This is an optimization exercise on Yosys and OpenROAD, whose aim is small area, not a production implementation.
Where RTL was checked, it was by simulation tests only, not by an equivalence proof against the original.
Only the layout flow was run in runs 2 and 3; the RTL was not checked for function there.
Power figures rest on the tool's default switching activity, not on a simulated workload.

File: standard.sh
#!/bin/bash
# synth_recipe.tcl (not shown) runs the flow's synth.tcl, then flattens the netlist and writes it again
# the make line also repeats each setting of config.mk as NAME=value (left out here)
make -C /OpenROAD-flow-scripts/flow DESIGN_CONFIG=/design/flow/config.mk WORK_HOME=/design/flow/orfs CLKGATE_MAP_FILE= SYNTH_SCRIPT=/design/flow/synth_recipe.tcl "${@:-finish}"
File: design.v
package fbnn_pkg;
    localparam int unsigned FracBits = 16;
    localparam int unsigned DimW   = 10;
    localparam int unsigned IdxW   = 20;
    localparam int unsigned AccW   = 27;
    localparam int unsigned StepW  = 26;
    localparam int unsigned CountW = 30;
    localparam int unsigned FsizeW = 19;
    localparam int unsigned OffW   = 9;
    localparam int unsigned ModeW  = 3;
    localparam logic [2:0] RegEnabled = 3'd0;
    localparam logic [2:0] RegMode    = 3'd1;
    localparam logic [2:0] RegPal     = 3'd2;
    localparam logic [2:0] RegWidth   = 3'd3;
    localparam logic [2:0] RegHeight  = 3'd4;
    localparam logic [ModeW-1:0] ModeNtsc = 3'd0;
    localparam logic [ModeW-1:0] ModePal  = 3'd2;
    typedef struct packed {
        logic              reject;
        logic              fits;
        logic [DimW-1:0]   w;
        logic [DimW-1:0]   h;
        logic [DimW-1:0]   rw;
        logic [DimW-1:0]   rl;
        logic [FsizeW-1:0] fsize;
        logic [OffW-1:0]   xo;
        logic [OffW-1:0]   yo;
    } fbnn_geom_t;
    typedef struct packed {
        logic wr;
        logic clr_count;
    } fbnn_cfg_evt_t;
    typedef struct packed {
        logic reject;
        logic buf_sel;
    } fbnn_item_t;
    typedef struct packed {
        logic             start;
        logic [StepW-1:0] dividend;
        logic [DimW-1:0]  divisor;
    } fbnn_div_req_t;
    typedef struct packed {
        logic             done;
        logic [StepW-1:0] quotient;
    } fbnn_div_rsp_t;
    typedef enum logic [2:0] {
        BK_IDLE,
        BK_DIV_COL,
        BK_DIV_ROW,
        BK_MUL,
        BK_SUM
    } fbnn_bk_state_t;
endpackage
module framebuffer_center_or_nn_scale_addr_top #(
    parameter int unsigned MAX_CANVAS_DIM = 1024
) (
    input  logic        clk,
    input  logic        rst_n,
    input  logic        psel,
    input  logic        penable,
    input  logic        pwrite,
    input  logic [4:0]  paddr,
    input  logic [31:0] pwdata,
    output logic [31:0] prdata,
    output logic        pready,
    input  logic        req_valid,
    output logic        req_ready,
    input  logic        buffer_select,
    output logic        rsp_valid,
    input  logic        rsp_ready,
    output logic        status,
    output logic [19:0] source_index,
    output logic [19:0] dest_index,
    output logic        frame_last,
    output logic [31:0] control_word
);
    function automatic logic [26:0] rca(input logic [25:0] a, input logic [25:0] b,
                                        input logic ci);
        logic c;
        c = ci;
        for (int i = 0; i < 26; i++)
        begin
            rca[i] = a[i] ^ b[i] ^ c;
            c = (a[i] & b[i]) | (c & (a[i] ^ b[i]));
        end
        rca[26] = c;
    endfunction
    logic        en_reg;
    logic [2:0]  mode_reg;
    logic        pal_reg;
    logic [9:0]  w;
    logic [9:0]  h;
    logic [2:0]  idx;
    logic        wr;
    logic [2:0]  mode_new;
    logic        pal_new;
    logic [2:0]  eff_old, eff_new;
    logic        clr_count;
    assign idx = paddr[4:2];
    assign wr  = psel && penable && pwrite;
    assign pready = 1'b1;
    assign mode_new = (wr && idx == 3'd1) ? pwdata[2:0] : mode_reg;
    assign pal_new  = (wr && idx == 3'd2) ? pwdata[0] : pal_reg;
    assign eff_old  = (mode_reg != 3'd0) ? mode_reg : {1'b0, pal_reg, 1'b0};
    assign eff_new  = (mode_new != 3'd0) ? mode_new : {1'b0, pal_new, 1'b0};
    assign clr_count = wr && ((idx == 3'd0 && pwdata[0] && !en_reg) ||
                              ((idx == 3'd1 || idx == 3'd2) && en_reg && eff_new != eff_old));
    always_ff @(posedge clk or negedge rst_n)
    begin
        if (!rst_n)
        begin
            en_reg   <= 1'b0;
            mode_reg <= 3'd0;
            pal_reg  <= 1'b0;
            w        <= 10'd320;
            h        <= 10'd240;
        end
        else if (wr)
        begin
            case (idx)
                3'd0: en_reg   <= pwdata[0];
                3'd1: mode_reg <= pwdata[2:0];
                3'd2: pal_reg  <= pwdata[0];
                3'd3: w        <= pwdata[9:0];
                3'd4: h        <= pwdata[9:0];
                default: ;
            endcase
        end
    end
    always_comb
    begin
        case (idx)
            3'd0:    prdata = {31'b0, en_reg};
            3'd1:    prdata = {29'b0, mode_reg};
            3'd2:    prdata = {31'b0, pal_reg};
            3'd3:    prdata = {22'b0, w};
            3'd4:    prdata = {22'b0, h};
            default: prdata = 32'b0;
        endcase
    end
    logic [9:0]  rw, rl;
    logic [18:0] fsize;
    logic [24:0] mc, mr;     
    always_comb
    begin
        case (eff_old)
            3'd0:    begin rw = 10'd320; rl = 10'd240; fsize = 19'd76800;  end
            3'd1:    begin rw = 10'd640; rl = 10'd480; fsize = 19'd307200; end
            3'd2:    begin rw = 10'd352; rl = 10'd288; fsize = 19'd101376; end
            3'd3:    begin rw = 10'd720; rl = 10'd480; fsize = 19'd345600; end
            3'd4:    begin rw = 10'd720; rl = 10'd576; fsize = 19'd414720; end
            3'd5:    begin rw = 10'd720; rl = 10'd480; fsize = 19'd345600; end
            3'd6:    begin rw = 10'd720; rl = 10'd576; fsize = 19'd414720; end
            default: begin rw = 10'd640; rl = 10'd480; fsize = 19'd307200; end
        endcase
        case (eff_old)
            3'd0:    begin mc = 25'd13421773; mr = 25'd17895698; end
            3'd1:    begin mc = 25'd6710887;  mr = 25'd8947849;  end
            3'd2:    begin mc = 25'd12201612; mr = 25'd14913081; end
            3'd3:    begin mc = 25'd5965233;  mr = 25'd8947849;  end
            3'd4:    begin mc = 25'd5965233;  mr = 25'd7456541;  end
            3'd5:    begin mc = 25'd5965233;  mr = 25'd8947849;  end
            3'd6:    begin mc = 25'd5965233;  mr = 25'd7456541;  end
            default: begin mc = 25'd6710887;  mr = 25'd8947849;  end
        endcase
    end
    logic [26:0] dxs, dys;
    logic [10:0] dxw, dyw;
    logic        fits, reject;
    logic [9:0]  ncol, nrow;
    logic [9:0]  dx_eff;
    logic [8:0]  xo_eff, yo_eff;
    assign dxs    = rca({16'b0, rw}, {16'b0, ~w}, 1'b1);
    assign dys    = rca({16'b0, rl}, {16'b0, ~h}, 1'b1);
    assign dxw    = {!dxs[10], dxs[9:0]};
    assign dyw    = {!dys[10], dys[9:0]};
    assign fits   = !dxw[10] && !dyw[10];
    assign reject = !en_reg || (w[9:1] == 9'd0) || (h[9:1] == 9'd0);
    assign ncol   = fits ? w : rw;
    assign nrow   = fits ? h : rl;
    assign dx_eff = fits ? dxw[9:0] : 10'd0;
    assign xo_eff = fits ? dxw[9:1] : 9'd0;
    assign yo_eff = fits ? dyw[9:1] : 9'd0;
    localparam logic [3:0] S_IDLE = 4'd0;    
    localparam logic [3:0] S_HOLD = 4'd1;    
    localparam logic [3:0] S_CADV = 4'd2;    
    localparam logic [3:0] S_RADV = 4'd3;    
    localparam logic [3:0] S_RL   = 4'd4;    
    localparam logic [3:0] S_GC   = 4'd5;    
    localparam logic [3:0] S_GR   = 4'd6;    
    localparam logic [3:0] S_AI   = 4'd7;    
    localparam logic [3:0] S_RL0  = 4'd8;    
    localparam logic [3:0] S_SK   = 4'd11;   
    localparam logic [3:0] S_ODD  = 4'd9;    
    localparam logic [3:0] S_FC   = 4'd10;   
    logic [3:0]  st;
    logic        in_frame;
    logic        vld;
    logic        lat;
    logic [9:0]  col, row;
    logic [5:0]  k;
    logic [17:0] cstep;
    logic [18:0] rstep;
    logic [25:0] cacc;
    logic [15:0] rfrac;
    logic        ccy, rcy;
    logic [19:0] rbase;
    logic [19:0] dst;
    logic [29:0] fc;
    logic        fz;         
    logic        fc_cy;
    logic [9:0]  cint;
    assign cint = cacc[25:16];
    logic        gen;
    assign gen = (st == S_GC) || (st == S_GR);
    logic        mbit;
    assign mbit = (st == S_GC) ? mc[k[4:0]] && (k < 6'd25) : mr[k[4:0]] && (k < 6'd25);
    logic        r_loop;
    logic [9:0]  r_b;
    logic [19:0] r_sum;
    logic [26:0] r_full;
    assign r_loop = (st == S_RL) || (st == S_RL0);
    always_comb
    begin
        if (r_loop)
            r_b = w;
        else if (st == S_GC)
            r_b = mbit ? w : 10'd0;
        else if (st == S_GR)
            r_b = mbit ? h : 10'd0;
        else
            r_b = reject ? 10'd0 : cint;
    end
    assign r_full = rca({6'b0, rbase}, {16'b0, r_b}, 1'b0);
    assign r_sum  = r_full[19:0];
    logic [9:0]  col_dec, row_dec;
    logic        col_end, row_end, row_zero, is_last;
    assign col_dec  = col - 10'd1;
    assign row_dec  = row - 10'd1;
    assign col_end  = (col == 10'd1);
    assign row_zero = (row[9:1] == 9'd0) && !row[0];
    assign row_end  = (row[9:1] == 9'd0) && row[0];
    assign is_last  = col_end && row_end;
    logic        k25, k_gc_end, k_gr_end, k_fc_end;
    logic [2:0]  rl_target;
    logic        rl_hit;
    assign k25      = (k == 6'd25);
    assign k_gc_end = (k == 6'd33);              
    assign k_gr_end = (k == 6'd34);              
    assign k_fc_end = (k == 6'd29);
    assign rl_target = (st == S_RL0) ? {1'b0, rstep[18:17]} : rstep[18:16];
    assign rl_hit    = (k[2:0] == rl_target);
    logic        c_a, c_b, c_c, c_s;
    logic        r_a, r_b1, r_c, r_s;
    assign c_a = cacc[0];
    assign c_b = (k < 6'd18) && cstep[0];
    assign c_c = (k != 6'd0) && ccy;
    assign c_s = c_a ^ c_b ^ c_c;
    assign r_a = rfrac[0];
    assign r_b1 = rstep[0];
    assign r_c = (k != 6'd0) && rcy;
    assign r_s = r_a ^ r_b1 ^ r_c;
    logic        gbit;
    assign gbit = fits ? (k == 6'd32) : r_sum[0];
    logic        skip_done;
    logic [10:0] dst_b;
    logic        dst_cin;
    logic [19:0] dst_sum;
    logic [26:0] dst_full;
    assign skip_done = row_zero;
    always_comb
    begin
        dst_b   = 11'd0;
        dst_cin = 1'b1;
        if (st == S_SK)
        begin
            dst_b   = {rw, 1'b0};
            dst_cin = 1'b0;
        end
        else if (st == S_ODD)
        begin
            dst_b   = yo_eff[0] ? {1'b0, rw} : 11'd0;
            dst_cin = 1'b0;
        end
        else if (col_end)
        begin
            dst_b = {1'b0, dx_eff};
        end
    end
    assign dst_full = rca({6'b0, dst}, {15'b0, dst_b}, dst_cin);
    assign dst_sum  = dst_full[19:0];
    assign req_ready = (st == S_IDLE);
    logic fc_b, fc_c;
    assign fc_b = fc[0] && !fz;
    assign fc_c = (k == 6'd0) || fc_cy;
    always_ff @(posedge clk or negedge rst_n)
    begin
        if (!rst_n)
        begin
            st       <= S_IDLE;
            in_frame <= 1'b0;
            vld      <= 1'b0;
            fz       <= 1'b1;
        end
        else
        begin
            case (st)
                S_IDLE:
                begin
                    if (req_valid)
                    begin
                        if (reject)
                        begin
                            in_frame <= 1'b0;
                            vld      <= 1'b1;
                            st       <= S_HOLD;
                        end
                        else if (in_frame)
                        begin
                            if (is_last)
                            begin
                                in_frame <= 1'b0;
                                st       <= S_FC;
                            end
                            else
                            begin
                                vld <= 1'b1;
                                st  <= S_HOLD;
                            end
                        end
                        else
                        begin
                            st <= S_GC;
                        end
                    end
                end
                S_HOLD:
                begin
                    if (rsp_ready)
                    begin
                        vld <= 1'b0;
                        if (in_frame)
                            st <= col_end ? S_RADV : S_CADV;
                        else
                            st <= S_IDLE;
                    end
                end
                S_CADV: if (k25) st <= S_IDLE;
                S_RADV: if (k25) st <= S_RL;
                S_RL:   if (rl_hit) st <= S_IDLE;
                S_GC:   if (k_gc_end) st <= S_GR;
                S_GR:   if (k_gr_end) st <= S_AI;
                S_AI:   if (k25) st <= S_RL0;
                S_RL0:  if (rl_hit) st <= S_SK;
                S_SK:   if (skip_done) st <= S_ODD;
                S_ODD:
                begin
                    in_frame <= 1'b1;
                    vld      <= 1'b1;
                    st       <= S_HOLD;
                end
                S_FC:
                begin
                    if (k_fc_end)
                    begin
                        vld <= 1'b1;
                        st  <= S_HOLD;
                    end
                end
                default: st <= S_IDLE;
            endcase
            if (wr && (idx <= 3'd4))
            begin
                in_frame <= 1'b0;
            end
            if (clr_count)
                fz <= 1'b1;
            else if (st == S_FC && k_fc_end)
                fz <= 1'b0;
        end
    end
    always_ff @(posedge clk)
    begin
        if (((st == S_CADV) || (st == S_RADV) || (st == S_AI)) && !k25)
            k <= k + 6'd1;
        else if ((st == S_GC) && !k_gc_end)
            k <= k + 6'd1;
        else if ((st == S_GR) && !k_gr_end)
            k <= k + 6'd1;
        else if (((st == S_RL) || (st == S_RL0)) && !rl_hit)
            k <= k + 6'd1;
        else if ((st == S_FC) && !k_fc_end)
            k <= k + 6'd1;
        else
            k <= 6'd0;
        case (st)
            S_IDLE:
            begin
                if (req_valid)
                begin
                    if (reject)
                    begin
                        rbase <= 20'd0;
                        dst   <= 20'd0;
                    end
                    else if (!in_frame)
                    begin
                        lat   <= buffer_select;
                        rbase <= 20'd0;
                        row   <= {2'b0, yo_eff[8:1]};
                        dst   <= {1'b0, buffer_select ? fsize : 19'd0} | {11'b0, xo_eff};
                    end
                end
            end
            S_HOLD:
            begin
                if (rsp_ready && in_frame)
                begin
                    dst <= dst_sum;
                    if (col_end)
                    begin
                        col <= ncol;
                        row <= row_dec;
                    end
                    else
                    begin
                        col <= col_dec;
                    end
                end
            end
            S_CADV:
            begin
                cacc <= {c_s, cacc[25:1]};
                ccy  <= (c_a & c_b) | (c_c & (c_a ^ c_b));
                if (k < 6'd18)
                    cstep <= {cstep[0], cstep[17:1]};
            end
            S_RADV, S_AI:
            begin
                cacc <= {(k < 6'd17) && cstep[1], cacc[25:1]};
                if (k < 6'd18)
                    cstep <= {cstep[0], cstep[17:1]};
                if (k < 6'd16)
                begin
                    if (st == S_RADV)
                        rfrac <= {r_s, rfrac[15:1]};
                    else
                        rfrac <= {rstep[1], rfrac[15:1]};
                    rcy <= (r_a & r_b1) | (r_c & (r_a ^ r_b1));
                end
                if (k < 6'd19)
                    rstep <= {rstep[0], rstep[18:1]};
            end
            S_RL:
            begin
                if (!rl_hit)
                    rbase <= r_sum;
                else if (rcy)
                    rbase <= r_sum;
            end
            S_GC:
            begin
                cstep <= {gbit, cstep[17:1]};
                rbase <= k_gc_end ? 20'd0 : {1'b0, r_sum[19:1]};
            end
            S_GR:
            begin
                rstep <= {gbit, rstep[18:1]};
                rbase <= k_gr_end ? 20'd0 : {1'b0, r_sum[19:1]};
            end
            S_RL0:
            begin
                if (!rl_hit)
                    rbase <= r_sum;
            end
            S_SK:
            begin
                if (!skip_done)
                begin
                    dst <= dst_sum;
                    row <= row_dec;
                end
            end
            S_ODD:
            begin
                dst <= dst_sum;
                col <= ncol;
                row <= nrow;
            end
            S_FC:
            begin
                fc    <= {fc_b ^ fc_c, fc[29:1]};
                fc_cy <= fc_b && fc_c;
            end
            default: ;
        endcase
    end
    assign rsp_valid    = vld;
    assign status       = reject;
    assign source_index = r_sum;
    assign dest_index   = dst;
    assign frame_last   = !reject && !in_frame;
    assign control_word = frame_last ? {fz ? 30'd0 : fc, 1'b0, lat} : 32'd0;
endmodule
File: constraint.sdc
create_clock -name core_clock -period 10.0 [get_ports {clk}]
set_input_delay 2.0000 -clock core_clock [delete_from_list [all_inputs] [get_ports {clk}]]
set_output_delay 2.0000 -clock core_clock [all_outputs]
set_load 0.01 [all_outputs]
File: flow/run.sh
#!/bin/bash
# The standard layout (standard.sh), with two changes to how it is made:
#  - the port buffers use the smallest buffer cell, sky130_fd_sc_hd__buf_1;
#  - clock tree synthesis inserts no dummy loads.
# Everything else, including synthesis, is the standard flow unchanged.
set -o pipefail
export BUFFER_PORTS_ARGS="-buffer_cell sky130_fd_sc_hd__buf_1"
export CTS_ARGS="-sink_clustering_enable -repair_clock_nets -sink_clustering_size 16 -sink_clustering_max_diameter 80 -buf_list sky130_fd_sc_hd__clkbuf_8 -dont_use_dummy_load"
bash standard.sh > standard.log 2>&1
status=$?
tail -20 standard.log
exit $status
File: config.mk
export PLATFORM = sky130hd
export DESIGN_NAME = framebuffer_center_or_nn_scale_addr_top
export DESIGN_NICKNAME = framebuffer_center_or_nn_scale_addr_top
export VERILOG_FILES = /design/flow/design.v
export SDC_FILE = /design/flow/constraint.sdc
export NUM_CORES = 4
export LEC_CHECK = 0
export CAP_MARGIN = 20
export CORE_MARGIN = 2
export CORE_UTILIZATION = 60
export CTS_BUF_LIST = sky130_fd_sc_hd__clkbuf_8
export CTS_CLUSTER_DIAMETER = 80
export CTS_CLUSTER_SIZE = 16
export SLEW_MARGIN = 20
==> results_dict.tcl, run 1 <==
set metrics [dict create \
    grt_pass1_wl_um 42270 \
    switchingPower_mw 1.481 \
    crit_fanout 8 \
    rr_worst_depth 38 \
    fin_util_pct 69.08 \
    startpoint_type "flip-flop" \
    dpl.hpwl_um 19630 \
    peakVddDrop_v 0.0002168 \
    seqPwrFrac_pct 40.2 \
    areaGrowthSynthToFinish_pct 13.36 \
    fp.dieW_um 141.6 \
    p_clk_share_pct 11.3 \
    hold_violations 0 \
    layout-drive-gt1-share_pct 16.20 \
    wirelength_um 27070 \
    synth_area_um2 11360 \
    antenna-diode-count 0 \
    place_ws_ns -0.04073 \
    wl_per_cell_um 19.76 \
    status "complete, but fails checks" \
    vias 8149 \
    largest_register "fc" \
    yosysWarnings 1 \
    viasPerCell 5.948 \
    hp-start "rfrac[4]$_DFFE_PP_" \
    insertion_delay_ns 0.51 \
    drv_cap 0 \
    port_buffers 105 \
    period_needed_ns 10.11 \
    nets 1250 \
    drv_slew 0 \
    cp_top_family "adder cells" \
    nFillCells 1462 \
    worstPathArrival_ns 8.11 \
    clock_skew_ns 0.05305 \
    p_per_area_nw_per_um2 284.6 \
    path_buf_inv 4 \
    clk_pin_slew_ns 0.10 \
    grt-ovfl-total 0 \
    critical_path_cell_count 32 \
    synth_top_cell_area_share_pct 45.73 \
    place_congestion 0.9374 \
    ant_nets 0 \
    antenna_found_initial 0 \
    slowest_delay_ns 0.60 \
    critical_path_class "flip-flop to output pin" \
    placed_cells 1343 \
    netlist_instances 993 \
    grt_pass1_vias 7726 \
    post_synth_num_cell_types 78 \
    switching_share_pct 40.39 \
    cts_buffer_depth 3 \
    hold_class "flip-flop to flip-flop" \
    cp_data_required_time_ns 8.00 \
    violatedChecks "negative setup slack" \
    ys_top_cells_by_count "edfxtp_1 (173), nand2_1 (77), o21ai_0 (77)" \
    layout_setup_ws_ns -0.1068 \
    cp_slowest_cell "or4_4" \
    setup-violations-final 1 \
    synth.avg_cell_area_um2 11.44 \
    clock.fmax_ghz 0.09894 \
    die_h_um 141.6 \
    start_util_pct 60.94 \
    whs_path_depth 0 \
    comb_power_share_pct 48.5 \
    core-area_um2 18640 \
    synth_top_cell_by_area "edfxtp_1" \
    io_pins 154 \
    holdWs_ns 0.4189 \
    drc 0 \
    cts_buffers 17 \
    grt_max_degree 33 \
    finalCritPeriodShare_pct 101.1 \
    synthMostInstantiatedCell "edfxtp_1" \
    synth_edf_count 173 \
    ys_ff_latch 211 \
    htree_num_levels 1 \
    drtIter0Drc 758 \
    synth_async_sr_flop_share_pct 15.17 \
    seq_area_frac_synth_pct 53.91 \
    report.power.total_mw 3.666 \
    r2r_slack_ns 0.46 \
    yosys-top-cells-area "edfxtp_1 (46%), fa_1 (5.8%), dfrtp_1 (5.5%), ha_1 (3.7%), o21ai_0 (3.4%)" \
    tightest_slew_ns 1.042 \
    dr.pass1.iters 5 \
    rows 50 \
    clock_sinks 211 \
    synthFlopType "edfxtp_1" \
    cts_tree "built" \
    r2r_start "mode_reg[1]$_DFFE_PN0P_" \
    cts_root_buffer "clkbuf_8" \
    endpoint_kind "output pin" \
    p_leak_nw 4.706 \
    rsz0062_at_grt "true" \
    worstHoldEndpoint "rfrac[3]$_DFFE_PP_" \
    relSlewSlack_pct 30.56 \
    reg2reg_to "dst[18]$_DFFE_PP_" \
    largest_register_ffs 30 \
    cp-startpoint "mode_reg[1]$_DFFE_PN0P_" \
    grt_util_all_layers_pct 27.17 \
    reg.largest.list "fc: 30 flops, cacc: 26 flops" \
    finalNonFillerCells 1370 \
    p_int_mw 2.185 \
    die_area_um2 20050 \
]
-- worst reg2reg max path, delay by kind of cell (launching register included) --
family                   cells  cell delay, ns
buffers and inverters        5            0.62
AND/OR/NAND/NOR              4            0.49
adder cells (fa/ha/maj)     25            7.08
XOR/XNOR                     2            0.44
flip-flops                   1            0.49
AO/OA/AOI/OAI                2            0.20
-- kinds of logic (layout without fill, tap and decap cells) --
| family | Yosys count | in the layout | share of synthesized area (%) |
|---|---|---|---|
| XOR/XNOR | 34 | 34 | 2.621 |
| AND/OR/NAND/NOR | 303 | 303 | 13.41 |
| other | 2 | 24 | 0.06610 |
| multiplexers | 24 | 24 | 2.456 |
| buffers and inverters | 134 | 255 | 5.286 |
| AO/OA/AOI/OAI | 218 | 218 | 12.69 |
| adder cells (fa/ha/maj) | 67 | 67 | 9.559 |
| flip-flops | 211 | 211 | 53.91 |
-- metrics by stage --
| stage | TNS, ns | area, µm² |
|---|---|---|
| 2_1_floorplan | 0 | 11440 |
| 3_3_place_gp | 0 | 12290 |
| 3_5_place_dp | -0.04073 | 12290 |
| 4_1_cts | -0.03328 | 12630 |
| 5_1_grt | -0.7061 | 12880 |
| 6_report | -0.1068 | 12880 |
-- timing repair --
action	in CTS	in global routing
gates resized for setup	25	40
hold endpoints to repair	0	0
setup endpoints to repair	4	4
setup buffers	3	7
pin swaps	6	19
hold buffers	0	0
-- metal layers --
metal	global-route usage [%]	vias up	share of wire [%]
met5	0	-	0
met4	6.368	0	1.8
met3	4.219	39	7.2
met2	40.24	320	44
met1	42.69	3960	47
li1	-	3830	-
-- layout make-up --
type                            instances  area, µm²  area share, %
Multi-Input combinational cell        670       4999          38.81
Inverter                               55      206.4          1.603
Timing Repair Buffer                  183       1020          7.918
Tap cell                              234      292.8          2.273
Clock buffer                           17      234.0          1.817
Sequential cell                       211       6127          47.58
-- worst max-delay path by stage --
stage / end
floorplan: source_index[19]
global placement: source_index[19]
detailed placement: source_index[19]
CTS: source_index[19]
global route: source_index[19]
finish: source_index[19]
-- power by group through the flow --
stage               clock (mW)  combinational [mW]  sequential [mW]
finish                   0.414                1.78             1.47
global route             0.459                1.96             1.50
CTS                      0.428                1.69             1.47
detailed placement           0                1.64             1.48
global placement             0                1.62             1.47
floorplan                    0                1.09             1.45
-- cells in the final DEF, fill, tap and decap left out, drive strengths merged, types with 7 or more instances in the layout --
cell | synthesis | layout
nand3 | 29 | 29
o21ai | 77 | 77
o22ai | 17 | 17
xor2 | 12 | 12
conb | 2 | 24
a21oi | 34 | 34
edfxtp | 173 | 173
a22oi | 9 | 9
nor3 | 27 | 27
a221o | 10 | 10
inv | 52 | 52
a31oi | 8 | 8
and2 | 46 | 46
dfstp | 7 | 7
nand2 | 77 | 77
a22o | 17 | 17
nand2b | 14 | 14
fa | 33 | 33
xnor2 | 22 | 22
dfrtp | 25 | 25
nor2 | 64 | 64
mux2 | 18 | 18
buf | 31 | 182
ha | 34 | 34
o211ai | 9 | 9
clkbuf | 48 | 18
==> run 2, diff against run 1 <==
--- a/design.v
+++ b/design.v
@@ -205,3 +205,3 @@
     logic [15:0] rfrac;
-    logic        ccy, rcy;
+    logic        cy;         
     logic [19:0] rbase;
@@ -210,3 +210,2 @@
     logic        fz;         
-    logic        fc_cy;
     logic [9:0]  cint;
@@ -256,3 +255,3 @@
     assign c_b = (k < 6'd18) && cstep[0];
-    assign c_c = (k != 6'd0) && ccy;
+    assign c_c = (k != 6'd0) && cy;
     assign c_s = c_a ^ c_b ^ c_c;
@@ -260,3 +259,3 @@
     assign r_b1 = rstep[0];
-    assign r_c = (k != 6'd0) && rcy;
+    assign r_c = (k != 6'd0) && cy;
     assign r_s = r_a ^ r_b1 ^ r_c;
@@ -294,3 +293,3 @@
     assign fc_b = fc[0] && !fz;
-    assign fc_c = (k == 6'd0) || fc_cy;
+    assign fc_c = (k == 6'd0) || cy;
     always_ff @(posedge clk or negedge rst_n)
@@ -433,3 +432,3 @@
                 cacc <= {c_s, cacc[25:1]};
-                ccy  <= (c_a & c_b) | (c_c & (c_a ^ c_b));
+                cy  <= (c_a & c_b) | (c_c & (c_a ^ c_b));
                 if (k < 6'd18)
@@ -448,3 +447,3 @@
                         rfrac <= {rstep[1], rfrac[15:1]};
-                    rcy <= (r_a & r_b1) | (r_c & (r_a ^ r_b1));
+                    cy <= (r_a & r_b1) | (r_c & (r_a ^ r_b1));
                 end
@@ -457,3 +456,3 @@
                     rbase <= r_sum;
-                else if (rcy)
+                else if (cy)
                     rbase <= r_sum;
@@ -492,3 +491,3 @@
                 fc    <= {fc_b ^ fc_c, fc[29:1]};
-                fc_cy <= fc_b && fc_c;
+                cy <= fc_b && fc_c;
             end
--- a/flow/run.sh
+++ b/flow/run.sh
@@ -7,3 +7,3 @@
 export BUFFER_PORTS_ARGS="-buffer_cell sky130_fd_sc_hd__buf_1"
-export CTS_ARGS="-sink_clustering_enable -repair_clock_nets -sink_clustering_size 16 -sink_clustering_max_diameter 80 -buf_list sky130_fd_sc_hd__clkbuf_8 -dont_use_dummy_load"
+export CTS_ARGS="-sink_clustering_enable -repair_clock_nets -sink_clustering_size 12 -sink_clustering_max_diameter 60 -buf_list sky130_fd_sc_hd__clkbuf_8 -dont_use_dummy_load"
 bash standard.sh > standard.log 2>&1
--- a/config.mk
+++ b/config.mk
@@ -10,5 +10,3 @@
 export CORE_UTILIZATION = 60
-export CTS_BUF_LIST = sky130_fd_sc_hd__clkbuf_8
-export CTS_CLUSTER_DIAMETER = 80
-export CTS_CLUSTER_SIZE = 16
+export SETUP_SLACK_MARGIN = 0.3
 export SLEW_MARGIN = 20
==> results_dict.tcl, run 2 <==
set metrics [dict create \
    status "no timing/DRC/antenna violations" \
    seq_area_frac_synth_pct 53.59 \
    worstPathArrival_ns 7.68 \
    die_h_um 141.3 \
    synth_top_cell_by_area "edfxtp_1" \
    clk_pin_slew_ns 0.08 \
    wirelength_um 27260 \
    place_congestion 0.9518 \
    viasPerCell 5.897 \
    clock_skew_ns 0.05787 \
    report.power.total_mw 3.562 \
    final_common_cell "edfxtp_1" \
    core-area_um2 18580 \
    dr.pass1.iters 5 \
    grt_util_met3_pct 4.860 \
    slowest_delay_ns 0.41 \
    drtIter0Drc 813 \
    cts_tree "built" \
    synth.avg_cell_area_um2 11.23 \
    ys_ff_latch 209 \
    cts_buffer_depth 3 \
    fin_tns_setup_ns 0 \
    cts_buffers 22 \
    io_pins 154 \
    fp.dieW_um 141.3 \
    startpoint_type "flip-flop" \
    met2_usage_pct 41.59 \
    antenna-diode-count 0 \
    fin_util_pct 69.82 \
    synth_edf_count 171 \
    relSlewSlack_pct 43.24 \
    busiest_layer "met2" \
    setup-violations-final 0 \
    layout-drive-gt1-share_pct 16.46 \
    antenna_found_initial 0 \
    cts_root_buffer "clkbuf_8" \
    cp_data_required_time_ns 8.00 \
    post_synth_num_cell_types 78 \
    drc 0 \
    dpl.hpwl_um 19210 \
    postCtsHoldBufs 0 \
    drv_cap 0 \
    hold_violations 0 \
    htree_num_levels 1 \
    netlist_instances 1008 \
    grt_pass1_wl_um 42770 \
    areaGrowthSynthToFinish_pct 14.65 \
    rsz0062_at_grt "true" \
    clock_sinks 209 \
    tightest_slew_ns 0.8515 \
    nets 1268 \
    wl_per_cell_um 19.64 \
    synth_async_sr_flop_share_pct 15.31 \
    port_buffers 105 \
    synth_top_cell_area_share_pct 45.38 \
    p_leak_nw 4.817 \
    grt_util_all_layers_pct 27.46 \
    nFillCells 1398 \
    insertion_delay_ns 0.55 \
    hold_class "flip-flop to flip-flop" \
    cp_slowest_cell "dfrtp_2" \
    synthFlopType "edfxtp_1" \
    grt_pass1_vias 7965 \
    peakVddDrop_v 0.0001724 \
    start_util_pct 60.90 \
    die_area_um2 19970 \
    drv_slew 0 \
    finalCritPeriodShare_pct 96.85 \
    vias 8185 \
    endpoint_kind "output pin" \
    p_per_area_nw_per_um2 274.6 \
    synthMostInstantiatedCell "edfxtp_1" \
    final_cell_mix "edfxtp_1 (171), buf_1 (101), nand2_1 (89)" \
    ys_top_cells_by_count "edfxtp_1 (171), nand2_1 (91), o21ai_0 (74)" \
    period_needed_ns 9.685 \
    largest_register "fc" \
    rows 50 \
    critical_path_class "flip-flop to output pin" \
    gr-usage-met1_pct 41.02 \
    crit_fanout 5 \
    clock.fmax_ghz 0.1033 \
    yosys-top-cells-area "edfxtp_1 (45%), fa_1 (5.8%), dfrtp_1 (5.5%), ha_1 (3.8%), o21ai_0 (3.3%)" \
    largest_register_ffs 30 \
    grt-ovfl-total 0 \
    holdWs_ns 0.3879 \
    yosysWarnings 1 \
    synth_area_um2 11320 \
    grt_max_degree 33 \
    ant_nets 0 \
    reg.largest.list "fc: 30 flops, cacc: 26 flops" \
]
run 2: changes by cell type after synthesis, sizes merged, moves of 4 or more:
cell and change:
inv +14, mux2 -10, o31ai +6, and2 -4, a21oi -9, nor3 -11, nor4 +5, nand2 +15
a211oi +5, nand2b +4
run 2: where the power goes:
part	total, mW	switching (mW)	leakage, nW	internal [mW]
clock network	0.469	0.273	0.158	0.196
registers	1.45	0.169	2.01	1.28
logic	1.64	0.990	2.65	0.650
run 2: area by class of cell:
type,instances,area [µm²],area share (%)
well taps,234,292.8,2.257
multi-input cells,673,5024,38.72
flip-flops and latches,209,6072,46.80
clock buffers,22,302.8,2.334
inverters,69,261.5,2.016
repair buffers,181,1021,7.870
run 2: logic make-up (layout without fill, tap and decap cells):
logic type,count (synthesis),in the layout,share of synthesized area [%]
and+or+nand+nor,319,319,14.24
DFF,209,209,53.59
adders and majority gates,67,67,9.598
buffers and inverters,148,272,5.805
muxes,15,15,1.526
xor gates and xnor gates,33,33,2.554
other,2,24,0.06637
AOI/OAI and AO/OA,215,215,12.62
run 2: stage by stage:
stage / std cells / instance area [µm²] / setup WS, ns
after global routing: 1388 / 12970 / -0.01029
final: 1388 / 12970 / 0.3153
after global placement: 1341 / 12100 / 0.2205
after CTS: 1385 / 12830 / 0.2253
after detailed placement: 1341 / 12100 / 0.1838
after floorplan: 1030 / 11400 / 0.5988
run 2: worst max-delay path, delay by kind of cell, from the launching register on:
kind | cells | cell delay [ns]
flip-flops | 1 | 0.41
XOR/XNOR | 1 | 0.15
adder cells (fa/ha/maj) | 18 | 4.04
buffers and inverters | 12 | 1.11
AND/OR/NAND/NOR | 2 | 0.45
AO/OA/AOI/OAI | 6 | 0.96
run 2: metal layers:
metal / up-vias / routed length [µm]
met5: - / 0
met4: 0 / 692
met3: 46 / 2148
met2: 344 / 12140
met1: 3930 / 12280
li1: 3865 / -
run 2: what timing repair did:
action / in CTS / in global routing
gates resized for setup: 65 / 28
pin swaps: 24 / 23
endpoints found under the setup margin: 7 / 8
setup buffers: 21 / 3
cloned: 1 / 0
run 2: final timing paths:
kind / startpoint / to / slack, ns / cells after the start
min in group asynchronous: rst_n / pal_reg$_DFFE_PN0P_ / 1.56 / 1
worst max-delay path: st[2]$_DFFE_PN0P_ / source_index[19] / 0.32 / 39
max in group asynchronous: rst_n / st[2]$_DFFE_PN0P_ / 7.83 / 1
worst min-delay path: cacc[9]$_DFFE_PP_ / cacc[8]$_DFFE_PP_ / 0.39 / 0
worst min register to register: cacc[9]$_DFFE_PP_ / cacc[8]$_DFFE_PP_ / 0.39 / 0
worst max register to register: mode_reg[0]$_DFFE_PN0P_ / dst[18]$_DFFE_PP_ / 0.77 / 39
==> run 3, diff against run 2 <==
--- a/config.mk
+++ b/config.mk
@@ -10,2 +10,3 @@
 export CORE_UTILIZATION = 60
+export GPL_TIMING_DRIVEN = 0
 export SETUP_SLACK_MARGIN = 0.3
==> results_dict.tcl, run 3 <==
set metrics [dict create \
    status "no timing/DRC/antenna violations" \
    nFillCells 1400 \
    cts_buffers 21 \
    fp.dieW_um 141.3 \
    wirelength_um 27990 \
    ys_top_cells_by_count "edfxtp_1 (171), nand2_1 (91), o21ai_0 (74)" \
    setup-violations-final 0 \
    synth_async_sr_flop_share_pct 15.31 \
    report.power.total_mw 3.553 \
    ant_nets 0 \
    seq_area_frac_synth_pct 53.59 \
    placed_cells 1376 \
    drc 0 \
    comb_power_share_pct 46.4 \
    die_area_um2 19970 \
    rsz0062_at_grt "true" \
    clk_pin_slew_ns 0.09 \
    met2_usage_pct 41.67 \
    cp_slowest_cell "dfrtp_2" \
    insertion_delay_ns 0.54 \
    grt_pass1_wl_um 43390 \
    grt-ovfl-total 0 \
    hold_violations 0 \
    final_common_cell "edfxtp_1" \
    switchingPower_mw 1.456 \
    nets 1301 \
    clock.fmax_ghz 0.1028 \
    yosys-top-cells-area "edfxtp_1 (45%), fa_1 (5.8%), dfrtp_1 (5.5%), ha_1 (3.8%), o21ai_0 (3.3%)" \
    finalCritPeriodShare_pct 97.24 \
    cts_buffer_depth 3 \
    relSlewSlack_pct 29.02 \
    layout_setup_ws_ns 0.2763 \
    synthMostInstantiatedCell "edfxtp_1" \
    r2r_slack_ns 0.52 \
    reg.largest.list "fc: 30 flops, cacc: 26 flops" \
    wl_per_cell_um 19.70 \
    grt_util_met3_pct 5.636 \
    die_h_um 141.3 \
    period_needed_ns 9.724 \
    busiest_layer "met2" \
    synthFlopType "edfxtp_1" \
    final_cell_mix "edfxtp_1 (171), buf_1 (101), nand2_1 (87)" \
    synth_edf_count 171 \
    antenna_found_initial 1 \
    peakVddDrop_v 0.0001687 \
    clock_skew_ns 0.03907 \
    ys_ff_latch 209 \
    vias 8493 \
    p_clk_share_pct 13.1 \
    grt_max_degree 30 \
    areaGrowthSynthToFinish_pct 15.73 \
    seqPwrFrac_pct 40.5 \
    p_per_area_nw_per_um2 271.3 \
    finalNonFillerCells 1421 \
    grt_pass1_vias 7984 \
    startpoint_type "flip-flop" \
    place_ws_ns -0.6329 \
    worstPathArrival_ns 7.72 \
    place_congestion 0.9769 \
    synth_top_cell_by_area "edfxtp_1" \
    p_leak_nw 4.863 \
    switching_share_pct 40.97 \
    synth_area_um2 11320 \
    netlist_instances 1008 \
    cts_tree "built" \
    dpl.hpwl_um 20050 \
    gr-usage-met1_pct 41.12 \
    slowest_delay_ns 0.45 \
    start_util_pct 60.90 \
    cts_root_buffer "clkbuf_8" \
    grt_util_all_layers_pct 27.73 \
    post_synth_num_cell_types 78 \
    largest_register "fc" \
    core-area_um2 18580 \
    htree_num_levels 1 \
    synth_top_cell_area_share_pct 45.38 \
    cp_common_cell "fa_2" \
    synth.avg_cell_area_um2 11.23 \
    hold_class "flip-flop to flip-flop" \
    viasPerCell 5.977 \
    io_pins 154 \
    yosysWarnings 1 \
    largest_register_ffs 30 \
    antenna-diode-count 0 \
    clock_sinks 209 \
    layout-drive-gt1-share_pct 15.59 \
    crit_fanout 10 \
    critical_path_class "flip-flop to output pin" \
    endpoint_kind "output pin" \
    port_buffers 103 \
    p_int_mw 2.097 \
    cp_data_required_time_ns 8.00 \
    drtIter0Drc 1075 \
    drv_cap 0 \
    drv_slew 0 \
    dr.pass1.iters 6 \
    tightest_slew_ns 1.057 \
    rows 50 \
    holdWs_ns 0.4128 \
]
[run 3: cell counts after synthesis]
Identical to the previous run, type by type.
[run 3: path summary, 6_finish.rpt]
kind	from	to	cells past startpoint
worst max-delay path	st[3]$_DFFE_PN0P_	source_index[19]	39
worst min-delay path	cstep[16]$_DFFE_PP_	cstep[15]$_DFFE_PP_	0
worst max register to register	mode_reg[0]$_DFFE_PN0P_	dst[18]$_DFFE_PP_	40
min in group asynchronous	rst_n	h[9]$_DFFE_PN0P_	1
worst min register to register	cstep[16]$_DFFE_PP_	cstep[15]$_DFFE_PP_	0
max in group asynchronous	rst_n	w[8]$_DFFE_PN1P_	2
[run 3: worst max-delay path, delay by kind of cell (launching register included)]
| family | cells | cell delay [ns] |
|---|---|---|
| simple gates | 1 | 0.20 |
| compound gates | 7 | 1.16 |
| flops | 1 | 0.45 |
| buf+inv | 12 | 1.22 |
| xor+xnor | 1 | 0.13 |
| fa+ha+maj | 18 | 4.00 |
[run 3: area by class of cell]
cell class                      count  area [µm²]  share of cell area, %
Timing Repair Buffer              136       700.7                  5.350
Inverter                           69       272.8                  2.083
Multi-Input combinational cell    673        5015                  38.29
Clock buffer                       21       289.0                  2.207
Buffer                             79       459.2                  3.506
Tap cell                          234       292.8                  2.236
Sequential cell                   209        6067                  46.33
[run 3: power groups by stage]
| stage | Clock [mW] | Combinational (mW) | Sequential [mW] |
|---|---|---|---|
| 2_1_floorplan | 0 | 0.983 | 1.42 |
| 3_3_place_gp | 0 | 1.40 | 1.44 |
| 3_5_place_dp | 0 | 1.46 | 1.44 |
| 4_1_cts | 0.475 | 1.57 | 1.43 |
| 5_1_grt | 0.507 | 1.81 | 1.46 |
| 6_report | 0.465 | 1.65 | 1.44 |
[run 3: per-layer routing]
layer,up-vias,part of all wire (%)
met1,4094,45
met2,395,44
met5,-,0
met4,0,3.2
met3,78,8.4
li1,3926,-
[run 3: per-stage QoR]
step	TNS [ns]	utilization, %	cell area, µm²
2_1_floorplan	0	-	11400
6_report	0	70.48	13100
4_1_cts	0	69.38	12890
3_3_place_gp	-3.696	65.00	12080
3_5_place_dp	-3.752	65.87	12240
5_1_grt	-0.01422	70.48	13100
[run 3: cells by family after synthesis]
logic type,count (synthesis),share of synthesized area (%)
other,2,0.06637
XOR/XNOR,33,2.554
AO/OA/AOI/OAI,215,12.62
multiplexers,15,1.526
flip-flops,209,53.59
adder cells (fa/ha/maj),67,9.598
buffers and inverters,148,5.805
AND/OR/NAND/NOR,319,14.24
[run 3: what timing repair did]
item | 4_1_cts | 5_1_grt
pin swaps | 13 | 5
hold buffers | 0 | 0
resized for setup | 68 | 53
setup endpoints to repair | 17 | 11
setup buffers | 19 | 5
==> run 4, diff against run 3 <==
--- a/design.v
+++ b/design.v
@@ -215,3 +215,2 @@
     logic        mbit;
-    assign mbit = (st == S_GC) ? mc[k[4:0]] && (k < 6'd25) : mr[k[4:0]] && (k < 6'd25);
     logic        r_loop;
@@ -246,4 +245,4 @@
     assign k25      = (k == 6'd25);
-    assign k_gc_end = (k == 6'd33);              
-    assign k_gr_end = (k == 6'd34);              
+    assign k_gc_end = (k == 6'd34);              
+    assign k_gr_end = (k == 6'd35);              
     assign k_fc_end = (k == 6'd29);
@@ -262,3 +261,3 @@
     logic        gbit;
-    assign gbit = fits ? (k == 6'd32) : r_sum[0];
+    assign gbit = fits ? (k == 6'd33) : r_sum[0];
     logic        skip_done;
@@ -382,2 +381,8 @@
     begin
+        if ((st == S_GC) && (k < 6'd25))
+            mbit <= mc[k[4:0]];
+        else if ((st == S_GR) && (k < 6'd25))
+            mbit <= mr[k[4:0]];
+        else
+            mbit <= 1'b0;
         if (((st == S_CADV) || (st == S_RADV) || (st == S_AI)) && !k25)
--- a/config.mk
+++ b/config.mk
@@ -10,4 +10,2 @@
 export CORE_UTILIZATION = 60
-export GPL_TIMING_DRIVEN = 0
-export SETUP_SLACK_MARGIN = 0.3
 export SLEW_MARGIN = 20
==> results_dict.tcl, run 4 <==
set metrics [dict create \
    status "no timing/DRC/antenna violations" \
    fp.dieW_um 142.5 \
    die_area_um2 20300 \
    start_util_pct 61.30 \
    place_ws_ns 0.5355 \
    ys_top_cells_by_count "edfxtp_1 (171), nand2_1 (97), o21ai_0 (72)" \
    dr.pass1.iters 5 \
    synth_top_cell_area_share_pct 44.63 \
    grt_max_degree 35 \
    setup-violations-final 0 \
    wirelength_um 27470 \
    comb_power_share_pct 43.2 \
    report.power.total_mw 3.326 \
    layout_setup_ws_ns 0.3859 \
    clock.fmax_ghz 0.1040 \
    vias 8276 \
    nets 1235 \
    fin_util_pct 66.62 \
    dpl.hpwl_um 19660 \
    peakVddDrop_v 0.0001514 \
    yosys.area_share.simple_pct 13.49 \
    clock_skew_ns 0.05618 \
    synthFlopType "edfxtp_1" \
    cts_buffers 22 \
    cp_common_cell "ha_1" \
    reg.largest.list "fc: 30 flops, cacc: 26 flops" \
    p_per_area_nw_per_um2 266.0 \
    switching_share_pct 40.74 \
    rsz0062_at_grt "false" \
    synth_edf_count 171 \
    cts_root_buffer "clkbuf_8" \
    io_pins 154 \
    clock_sinks 210 \
    largest_register "fc" \
    switchingPower_mw 1.355 \
    tightest_slew_ns 1.148 \
    slowest_delay_ns 0.45 \
    startpoint_type "flip-flop" \
    synthXorXnorAreaFrac_pct 2.512 \
    grt_util_met3_pct 5.114 \
    drv_cap 0 \
    postCtsHoldBufs 0 \
    period_needed_ns 9.614 \
    synth_area_um2 11500 \
    final_common_cell "edfxtp_1" \
    seqPwrFrac_pct 42.5 \
    synth_async_sr_flop_share_pct 15.24 \
    ant_nets 0 \
    synth_fa_ha_area_share_pct 9.440 \
    synthMostInstantiatedCell "edfxtp_1" \
    nFillCells 1502 \
    p_leak_nw 4.517 \
    drtIter0Drc 726 \
    grt_pass1_wl_um 42770 \
    gr-usage-met1_pct 40.27 \
    hold_class "flip-flop to flip-flop" \
    grt_pass1_vias 7707 \
    synthMuxAreaShare_pct 1.958 \
    netlist_instances 1027 \
    p_clk_share_pct 14.3 \
    fin_tns_setup_ns 0 \
    synth-compound-area-share_pct 14.04 \
    largest_register_ffs 30 \
    wl_per_cell_um 20.27 \
    clk_pin_slew_ns 0.08 \
    crit_fanout 10 \
    worstPathArrival_ns 7.61 \
    rows 50 \
    port_buffers 105 \
    cp_top_family "adder cells" \
    cp_slowest_cell "dfrtp_2" \
    drc 0 \
    grt_util_all_layers_pct 27.15 \
    synth.avg_cell_area_um2 11.20 \
    placed_area_um2 12100 \
    grt-ovfl-total 0 \
    p_int_mw 1.971 \
    finalCritPeriodShare_pct 96.14 \
    insertion_delay_ns 0.55 \
    met2_usage_pct 41.07 \
    cts_buffer_depth 3 \
    antenna_found_initial 0 \
    cts_tree "built" \
    ys_ff_latch 210 \
    place_congestion 0.9547 \
    final_cell_mix "edfxtp_1 (171), buf_1 (104), nand2_1 (96)" \
    seq_area_frac_synth_pct 52.89 \
    core-area_um2 18770 \
    synth_top_cell_by_area "edfxtp_1" \
    r2r_slack_ns 0.47 \
    holdWs_ns 0.4122 \
    drv_slew 0 \
    cp_data_required_time_ns 8.00 \
    critical_path_class "flip-flop to output pin" \
    busiest_layer "met2" \
    synth_top_family_by_area "compound AO/OA/AOI/OAI gates" \
    antenna-diode-count 0 \
    final_cell_area_um2 12500 \
    die_h_um 142.5 \
    htree_num_levels 1 \
    path_buf_inv 4 \
    relSlewSlack_pct 23.49 \
    finalNonFillerCells 1355 \
    yosys-top-cells-area "edfxtp_1 (45%), fa_1 (5.7%), dfrtp_1 (5.4%), ha_1 (3.7%), nand2_1 (3.2%)" \
    hold_violations 0 \
    areaGrowthSynthToFinish_pct 8.678 \
    placed_cells 1331 \
    yosysWarnings 1 \
    layout-drive-gt1-share_pct 9.813 \
    endpoint_kind "output pin" \
    post_synth_num_cell_types 83 \
    viasPerCell 6.108 \
]
==> run 4: cell count changes in the layout (fill, tap and decap cells not counted), sizes merged, moves of 5 or more <==
cell / change
buf: -40
o221ai: +7
a22o: +7
nor3: +6
mux2: +7
a221o: -6
a21oi: +12
inv: -7
clkbuf: -41
nand2: +5
==> run 4: path summary, 6_finish.rpt <==
kind                                                 to                    start  cells past startpoint
worst max register to register    dst[19]$_SDFFCE_PP0P_  mode_reg[1]$_DFFE_PN0P_                     37
worst max-delay path                   source_index[19]         w[5]$_DFFE_PN0P_                     30
max in group asynchronous       mode_reg[0]$_DFFE_PN0P_                    rst_n                      1
worst min register to register      cstep[16]$_DFFE_PP_      cstep[17]$_DFFE_PP_                      0
min in group asynchronous              h[3]$_DFFE_PN0P_                    rst_n                      1
worst min-delay path                cstep[16]$_DFFE_PP_      cstep[17]$_DFFE_PP_                      0
==> run 4: power groups by stage <==
| stage | Clock (mW) | Sequential [mW] | Combinational (mW) |
|---|---|---|---|
| after floorplan | 0 | 1.37 | 0.995 |
| after global placement | 0 | 1.42 | 1.38 |
| after detailed placement | 0 | 1.43 | 1.40 |
| after CTS | 0.488 | 1.41 | 1.41 |
| after global routing | 0.515 | 1.44 | 1.59 |
| final | 0.475 | 1.41 | 1.44 |
==> run 4: area by class of cell <==
cell class	count	area, µm²	share of cell area (%)
Inverter	60	225.2	1.801
Clock buffer	22	302.8	2.422
Sequential cell	210	6090	48.70
Multi-Input combinational cell	696	4984	39.86
Timing Repair Buffer	133	609.3	4.873
Tap cell	234	292.8	2.342
==> run 4: cell families after synthesis <==
kind of cell / count (synthesis)
AND/OR/NAND/NOR: 312
AO/OA/AOI/OAI: 241
flip-flops: 210
buffers and inverters: 143
adder cells (fa/ha/maj): 67
XOR/XNOR: 33
multiplexers: 19
other: 2
==> run 4: repair_timing <==
item,in CTS,in global routing
setup buffers,0,1
resized for setup,1,18
setup endpoints to repair,1,3
pin swaps,0,3
==> run 4: per-layer routing <==
| metal | share of wire, % | up-vias |
|---|---|---|
| li1 | - | 3858 |
| met1 | 43 | 4000 |
| met2 | 46 | 368 |
| met3 | 8.3 | 50 |
| met4 | 2.8 | 0 |
| met5 | 0 | - |
==> run 4: worst register-to-register path, delay by kind of cell (launching register included) <==
| family | cells | cell delay [ns] |
|---|---|---|
| adder cells (fa/ha/maj) | 25 | 6.98 |
| XOR/XNOR | 3 | 0.72 |
| buffers and inverters | 4 | 0.47 |
| AND/OR/NAND/NOR | 4 | 0.47 |
| flip-flops | 1 | 0.45 |
| AO/OA/AOI/OAI | 1 | 0.11 |
==> run 5, diff against run 4 <==
--- a/flow/run.sh
+++ b/flow/run.sh
@@ -7,3 +7,3 @@
 export BUFFER_PORTS_ARGS="-buffer_cell sky130_fd_sc_hd__buf_1"
-export CTS_ARGS="-sink_clustering_enable -repair_clock_nets -sink_clustering_size 12 -sink_clustering_max_diameter 60 -buf_list sky130_fd_sc_hd__clkbuf_8 -dont_use_dummy_load"
+export CTS_ARGS="-sink_clustering_enable -repair_clock_nets -sink_clustering_size 16 -sink_clustering_max_diameter 80 -buf_list sky130_fd_sc_hd__clkbuf_8 -dont_use_dummy_load"
 bash standard.sh > standard.log 2>&1
==> results_dict.tcl, run 5 <==
set metrics [dict create \
    status "no timing/DRC/antenna violations" \
    port_buffers 105 \
    clock_skew_ns 0.04194 \
    fin_tns_setup_ns 0 \
    cts_tree "built" \
    drc 0 \
    die_area_um2 20300 \
    yosys-top-cells-area "edfxtp_1 (45%), fa_1 (5.7%), dfrtp_1 (5.4%), ha_1 (3.7%), nand2_1 (3.2%)" \
    synth_async_sr_flop_share_pct 15.24 \
    final_cell_area_um2 12430 \
    insertion_delay_ns 0.52 \
    cp_data_required_time_ns 8.00 \
    vias 8286 \
    largest_register_ffs 30 \
    grt-ovfl-total 0 \
    drv_cap 0 \
    netlist_instances 1027 \
    largest_register "fc" \
    start_util_pct 61.30 \
    grt_pass1_wl_um 42380 \
    seq_area_frac_synth_pct 52.89 \
    slowest_delay_ns 0.49 \
    grt_max_degree 35 \
    finalCritPeriodShare_pct 96.25 \
    yosysWarnings 1 \
    placed_area_um2 12100 \
    cp_common_cell "ha_1" \
    synth_area_um2 11500 \
    synth_top_cell_area_share_pct 44.63 \
    dr.pass1.iters 5 \
    met3_wirelength_um 2455 \
    core-area_um2 18770 \
    antenna_found_initial 0 \
    highest_layer "met4" \
    grt_util_all_layers_pct 26.91 \
    die_h_um 142.5 \
    ys_top_cells_by_count "edfxtp_1 (171), nand2_1 (97), o21ai_0 (72)" \
    ys_ff_latch 210 \
    cts_buffer_depth 3 \
    grt_pass1_vias 7569 \
    crit_fanout 10 \
    clock_sinks 210 \
    final_cell_mix "edfxtp_1 (171), buf_1 (104), nand2_1 (96)" \
    place_congestion 0.9547 \
    nFillCells 1486 \
    io_pins 154 \
    synth_edf_count 171 \
    relSlewSlack_pct 25.38 \
    met1_length_um 11730 \
    reg.largest.list "fc: 30 flops, cacc: 26 flops" \
    wirelength_um 27430 \
    endpoint_kind "output pin" \
    tightest_slew_ns 1.119 \
    period_needed_ns 9.625 \
    nets 1230 \
    antenna-diode-count 0 \
    post_synth_num_cell_types 83 \
    report.power.total_mw 3.267 \
    rows 50 \
    drtIter0Drc 742 \
    multi_input_area_um2 4977 \
    areaGrowthSynthToFinish_pct 8.026 \
    rsz0062_at_grt "false" \
    fp.dieW_um 142.5 \
    synthFlopType "edfxtp_1" \
    wl_per_cell_um 20.32 \
    synth.avg_cell_area_um2 11.20 \
    dpl.hpwl_um 19660 \
    startpoint_type "flip-flop" \
    hold_class "flip-flop to flip-flop" \
    cp_slowest_cell "dfrtp_1" \
    ant_nets 0 \
    htree_num_levels 1 \
    clk_pin_slew_ns 0.12 \
    peakVddDrop_v 0.0001260 \
    final_common_cell "edfxtp_1" \
    clock.fmax_ghz 0.1039 \
    postCtsHoldBufs 0 \
    hold_violations 0 \
    synth_top_cell_by_area "edfxtp_1" \
    viasPerCell 6.138 \
    drv_slew 0 \
    synthMostInstantiatedCell "edfxtp_1" \
    p_per_area_nw_per_um2 262.9 \
    fin_util_pct 66.22 \
    regArea_um2 6090 \
    setup-violations-final 0 \
    dr_wl_met2_um 12510 \
    critical_path_class "flip-flop to output pin" \
    cts_buffers 17 \
    p_leak_nw 4.480 \
    cts_root_buffer "clkbuf_8" \
    worstPathArrival_ns 7.62 \
    layout-drive-gt1-share_pct 9.498 \
]
run 5: cell counts after synthesis:
No cell type changed its count.
run 5: worst paths after layout:
kind | startpoint | to | slack [ns] | depth (start not counted)
max | w[3]$_DFFE_PN0P_ | source_index[19] | 0.38 | 30
min | cstep[9]$_DFFE_PP_ | cstep[8]$_DFFE_PP_ | 0.39 | 0
max reg2reg | mode_reg[1]$_DFFE_PN0P_ | dst[19]$_SDFFCE_PP0P_ | 0.52 | 37
min reg2reg | cstep[9]$_DFFE_PP_ | cstep[8]$_DFFE_PP_ | 0.39 | 0
max in group asynchronous | rst_n | w[5]$_DFFE_PN0P_ | 7.86 | 1
min in group asynchronous | rst_n | w[3]$_DFFE_PN0P_ | 1.56 | 1
run 5: per-stage QoR:
| stage | setup slack (ns) | hold slack [ns] | instances |
|---|---|---|---|
| after floorplan | 0.3467 | 0.4003 | 1049 |
| after global routing | 0.02488 | 0.3945 | 1350 |
| final | 0.3755 | 0.3856 | 1350 |
| after detailed placement | 0.5355 | 0.4052 | 1331 |
| after CTS | 0.01452 | 0.3886 | 1348 |
| after global placement | 0.5311 | 0.4030 | 1331 |
run 5: layer usage:
metal / global-route usage (%) / vias to the layer above
met1: 40.07 / 4018
met5: 0 / -
met3: 5.283 / 49
met2: 40.66 / 377
met4: 7.504 / 0
li1: - / 3842
run 5: power breakdown:
part	internal (mW)	switching, mW	total, mW
Sequential	1.25	0.157	1.41
Clock	0.154	0.265	0.419
Combinational	0.520	0.917	1.44
Total	1.93	1.34	3.27
run 5: timing repair:
action | in CTS | in global routing
hold endpoints to repair | 0 | 0
setup buffers | 0 | 1
endpoints found under the setup margin | 1 | 3
gates resized for setup | 1 | 18
pin swaps | 0 | 2
run 5: final cells by class:
class                      instances  area share [%]
tap                              234           2.356
multi-input combinational        696           40.05
sequential                       210           49.00
clock buffer                      17           1.883
inverter                          60           1.812
timing repair buffer             133           4.903
run 5: critical path, delay by kind of cell, from the launching register on:
| family | cells | cell delay [ns] |
|---|---|---|
| compound gates | 2 | 0.31 |
| xor+xnor | 1 | 0.18 |
| fa+ha+maj | 19 | 5.13 |
| buf+inv | 4 | 0.31 |
| flops | 1 | 0.49 |
| simple gates | 4 | 0.67 |
run 5: cell families (layout without fill, tap and decap cells):
logic type | after synthesis | count (layout) | share of synthesized area (%)
other | 2 | 24 | 0.06528
AO/OA/AOI/OAI | 241 | 241 | 14.04
AND/OR/NAND/NOR | 312 | 312 | 13.49
adder cells (fa/ha/maj) | 67 | 67 | 9.440
multiplexers | 19 | 19 | 1.958
buffers and inverters | 143 | 210 | 5.612
XOR/XNOR | 33 | 33 | 2.512
flip-flops | 210 | 210 | 52.89
==> run 6, diff against run 5 <==
--- a/flow/run.sh
+++ b/flow/run.sh
@@ -7,3 +7,3 @@
 export BUFFER_PORTS_ARGS="-buffer_cell sky130_fd_sc_hd__buf_1"
-export CTS_ARGS="-sink_clustering_enable -repair_clock_nets -sink_clustering_size 16 -sink_clustering_max_diameter 80 -buf_list sky130_fd_sc_hd__clkbuf_8 -dont_use_dummy_load"
+export CTS_ARGS="-sink_clustering_enable -repair_clock_nets -sink_clustering_size 24 -sink_clustering_max_diameter 100 -buf_list sky130_fd_sc_hd__clkbuf_16 -dont_use_dummy_load"
 bash standard.sh > standard.log 2>&1
==> results_dict.tcl, run 6 <==
set metrics [dict create \
    cp_top_family "adder cells" \
    setup-violations-final 0 \
    largest_register "fc" \
    p_clk_share_pct 14.4 \
    drc 0 \
    dpl.hpwl_um 19660 \
    synth.avg_cell_area_um2 11.20 \
    drtIter0Drc 810 \
    cts_buffers 12 \
    status "no timing/DRC/antenna violations" \
    cts_root_buffer "clkbuf_16" \
    port_buffers 105 \
    tightest_slew_ns 1.200 \
    reg.largest.list "fc: 30 flops, cacc: 26 flops" \
    crit_fanout 10 \
    p_int_mw 1.989 \
    io_pins 154 \
    dr.pass1.iters 5 \
    final_cell_mix "edfxtp_1 (171), buf_1 (104), nand2_1 (96)" \
    yosys-top-cells-area "edfxtp_1 (45%), fa_1 (5.7%), dfrtp_1 (5.4%), ha_1 (3.7%), nand2_1 (3.2%)" \
    grt_pass1_wl_um 42360 \
    fin_util_pct 66.52 \
    synth_top_cell_by_area "edfxtp_1" \
    synth_edf_count 171 \
    grt-ovfl-total 0 \
    netlist_instances 1027 \
    cp_slowest_cell "dfrtp_1" \
    hold_violations 0 \
    synth_area_um2 11500 \
    p_per_area_nw_per_um2 266.7 \
    synthMostInstantiatedCell "edfxtp_1" \
    period_needed_ns 9.639 \
    cp_common_cell "ha_1" \
    vias 8278 \
    nFillCells 1474 \
    largest_register_ffs 30 \
    endpoint_kind "output pin" \
    seqPwrFrac_pct 42.4 \
    cts_buffer_depth 3 \
    synth_top_cell_area_share_pct 44.63 \
    ys_ff_latch 210 \
    slowest_delay_ns 0.54 \
    synthFlopType "edfxtp_1" \
    viasPerCell 6.155 \
    antenna_found_initial 0 \
    relSlewSlack_pct 20.02 \
    seq_area_frac_synth_pct 52.89 \
    grt_pass1_vias 7572 \
    drv_cap 0 \
    clk_pin_slew_ns 0.10 \
    clock.fmax_ghz 0.1037 \
    critical_path_class "flip-flop to output pin" \
    startpoint_type "flip-flop" \
    post_synth_num_cell_types 83 \
    ant_nets 0 \
    clock_skew_ns 0.03531 \
    grt_max_degree 35 \
    switchingPower_mw 1.340 \
    antenna-diode-count 0 \
    ys_top_cells_by_count "edfxtp_1 (171), nand2_1 (97), o21ai_0 (72)" \
    cts_tree "built" \
    die_h_um 142.5 \
    place_congestion 0.9547 \
    final_common_cell "edfxtp_1" \
    core-area_um2 18770 \
    clock_sinks 210 \
    htree_num_levels 1 \
    cp_data_required_time_ns 8.00 \
    comb_power_share_pct 43.1 \
    nets 1225 \
    rows 50 \
    grt_util_all_layers_pct 26.93 \
    hold_class "flip-flop to flip-flop" \
    p_leak_nw 4.505 \
    layout-drive-gt1-share_pct 8.731 \
    path_buf_inv 4 \
    die_area_um2 20300 \
    switching_share_pct 40.25 \
    synth_async_sr_flop_share_pct 15.24 \
    drv_slew 0 \
    yosysWarnings 1 \
    peakVddDrop_v 0.0001494 \
    wl_per_cell_um 20.34 \
    finalCritPeriodShare_pct 96.39 \
    insertion_delay_ns 0.48 \
    areaGrowthSynthToFinish_pct 8.516 \
    start_util_pct 61.30 \
    postCtsHoldBufs 0 \
    worstPathArrival_ns 7.64 \
    fp.dieW_um 142.5 \
    wirelength_um 27350 \
    holdWs_ns 0.4025 \
]
run 6: worst register-to-register path, delay by kind of cell, from the launching register on:
kind / cells / cell delay, ns
AND/OR/NAND/NOR: 4 / 0.55
adder cells (fa/ha/maj): 24 / 6.63
AO/OA/AOI/OAI: 1 / 0.12
buffers and inverters: 5 / 0.77
XOR/XNOR: 3 / 0.68
flip-flops: 1 / 0.45
run 6: what timing repair did:
action | CTS | global route
pin swaps | 0 | 1
setup endpoints to repair | 1 | 2
endpoints found under the hold margin | 0 | 0
resized for setup | 1 | 13
buffers inserted | 0 | 1
run 6: metrics by stage:
step	setup WS (ns)	std cells	area, µm²	power (mW)	TNS (ns)
2_1_floorplan	0.3467	1049	11590	2.365	0
4_1_cts	0.06758	1343	12400	3.311	0
3_5_place_dp	0.5355	1331	12100	2.825	0
3_3_place_gp	0.5311	1331	12100	2.800	0
6_report	0.3612	1345	12480	3.329	0
5_1_grt	-0.01286	1345	12480	3.544	-0.01286
run 6: cells by family (layout without fill, tap and decap cells):
group	count (synthesis)	after routing	synth area share [%]
other cells	2	24	0.06528
fa+ha+maj	67	67	9.440
xor+xnor	33	33	2.512
simple gates	312	312	13.49
compound gates	241	241	14.04
mux	19	19	1.958
flops	210	210	52.89
buf+inv	143	205	5.612
run 6: final cells by class:
cell class	count	area (µm²)	share of cell area, %
Sequential cell	210	6087	48.76
Multi-Input combinational cell	696	4970	39.81
Timing Repair Buffer	133	609.3	4.881
Clock buffer	12	300.3	2.405
Tap cell	234	292.8	2.345
Inverter	60	225.2	1.804
run 6: power by group through the flow:
stage	sequential (mW)	combinational [mW]	clock (mW)
CTS	1.41	1.41	0.494
global placement	1.42	1.38	0
detailed placement	1.43	1.40	0
global route	1.43	1.59	0.521
finish	1.41	1.44	0.481
floorplan	1.37	0.995	0
run 6: final timing paths:
check | from | to | slack, ns | cells after the start
max | w[7]$_DFFE_PN0P_ | source_index[19] | 0.36 | 30
min | rstep[13]$_DFFE_PP_ | rstep[12]$_DFFE_PP_ | 0.40 | 0
max reg2reg | mode_reg[1]$_DFFE_PN0P_ | dst[19]$_SDFFCE_PP0P_ | 0.56 | 37
min reg2reg | rstep[13]$_DFFE_PP_ | rstep[12]$_DFFE_PP_ | 0.40 | 0
max in group asynchronous | rst_n | w[5]$_DFFE_PN0P_ | 7.82 | 1
min in group asynchronous | rst_n | h[8]$_DFFE_PN0P_ | 1.62 | 1
run 6: metal layers:
layer	track usage, %	part of all wire (%)
met1	40.49	43
met2	41.09	46
met3	4.172	8.7
met4	7.504	2.8
met5	0	0

==> separate check: timing with driven ports <==
The results above use ideal ports. As a check the final layouts listed here were re-extracted and re-timed, cells and wires unchanged. Step 1 sets driving cells, clkbuf_16 on the clock port and buf_2 on the other inputs (assumed; they add their load-dependent delay and slew). Step 2, shift: input delay + t, output delay - t, t = (earliest + latest rising clock arrival at the registers) / 2. This alone moves slack from input paths to output paths. Three values: ideal, step 1, step 2; two values: the first two.
| run | t (ns) | slack for setup (ns) | worst setup path at the end | cell pins on the clock port's net |
|---|---|---|---|---|
| run 1 | 0.530 | -0.107 / -0.149 / 0.380 | register to output | 1 |
| run 2 | 0.557 | 0.315 / 0.275 / 0.771 | register to register | 1 |
| run 3 | 0.564 | 0.276 / 0.236 / 0.525 | register to register | 1 |
| run 4 | 0.561 | 0.386 / 0.345 / 0.474 | register to register | 1 |
| run 5 | 0.541 | 0.375 / 0.335 / 0.516 | register to register | 1 |
| run 6 | 0.510 | 0.361 / 0.314 / 0.561 | register to register | 1 |
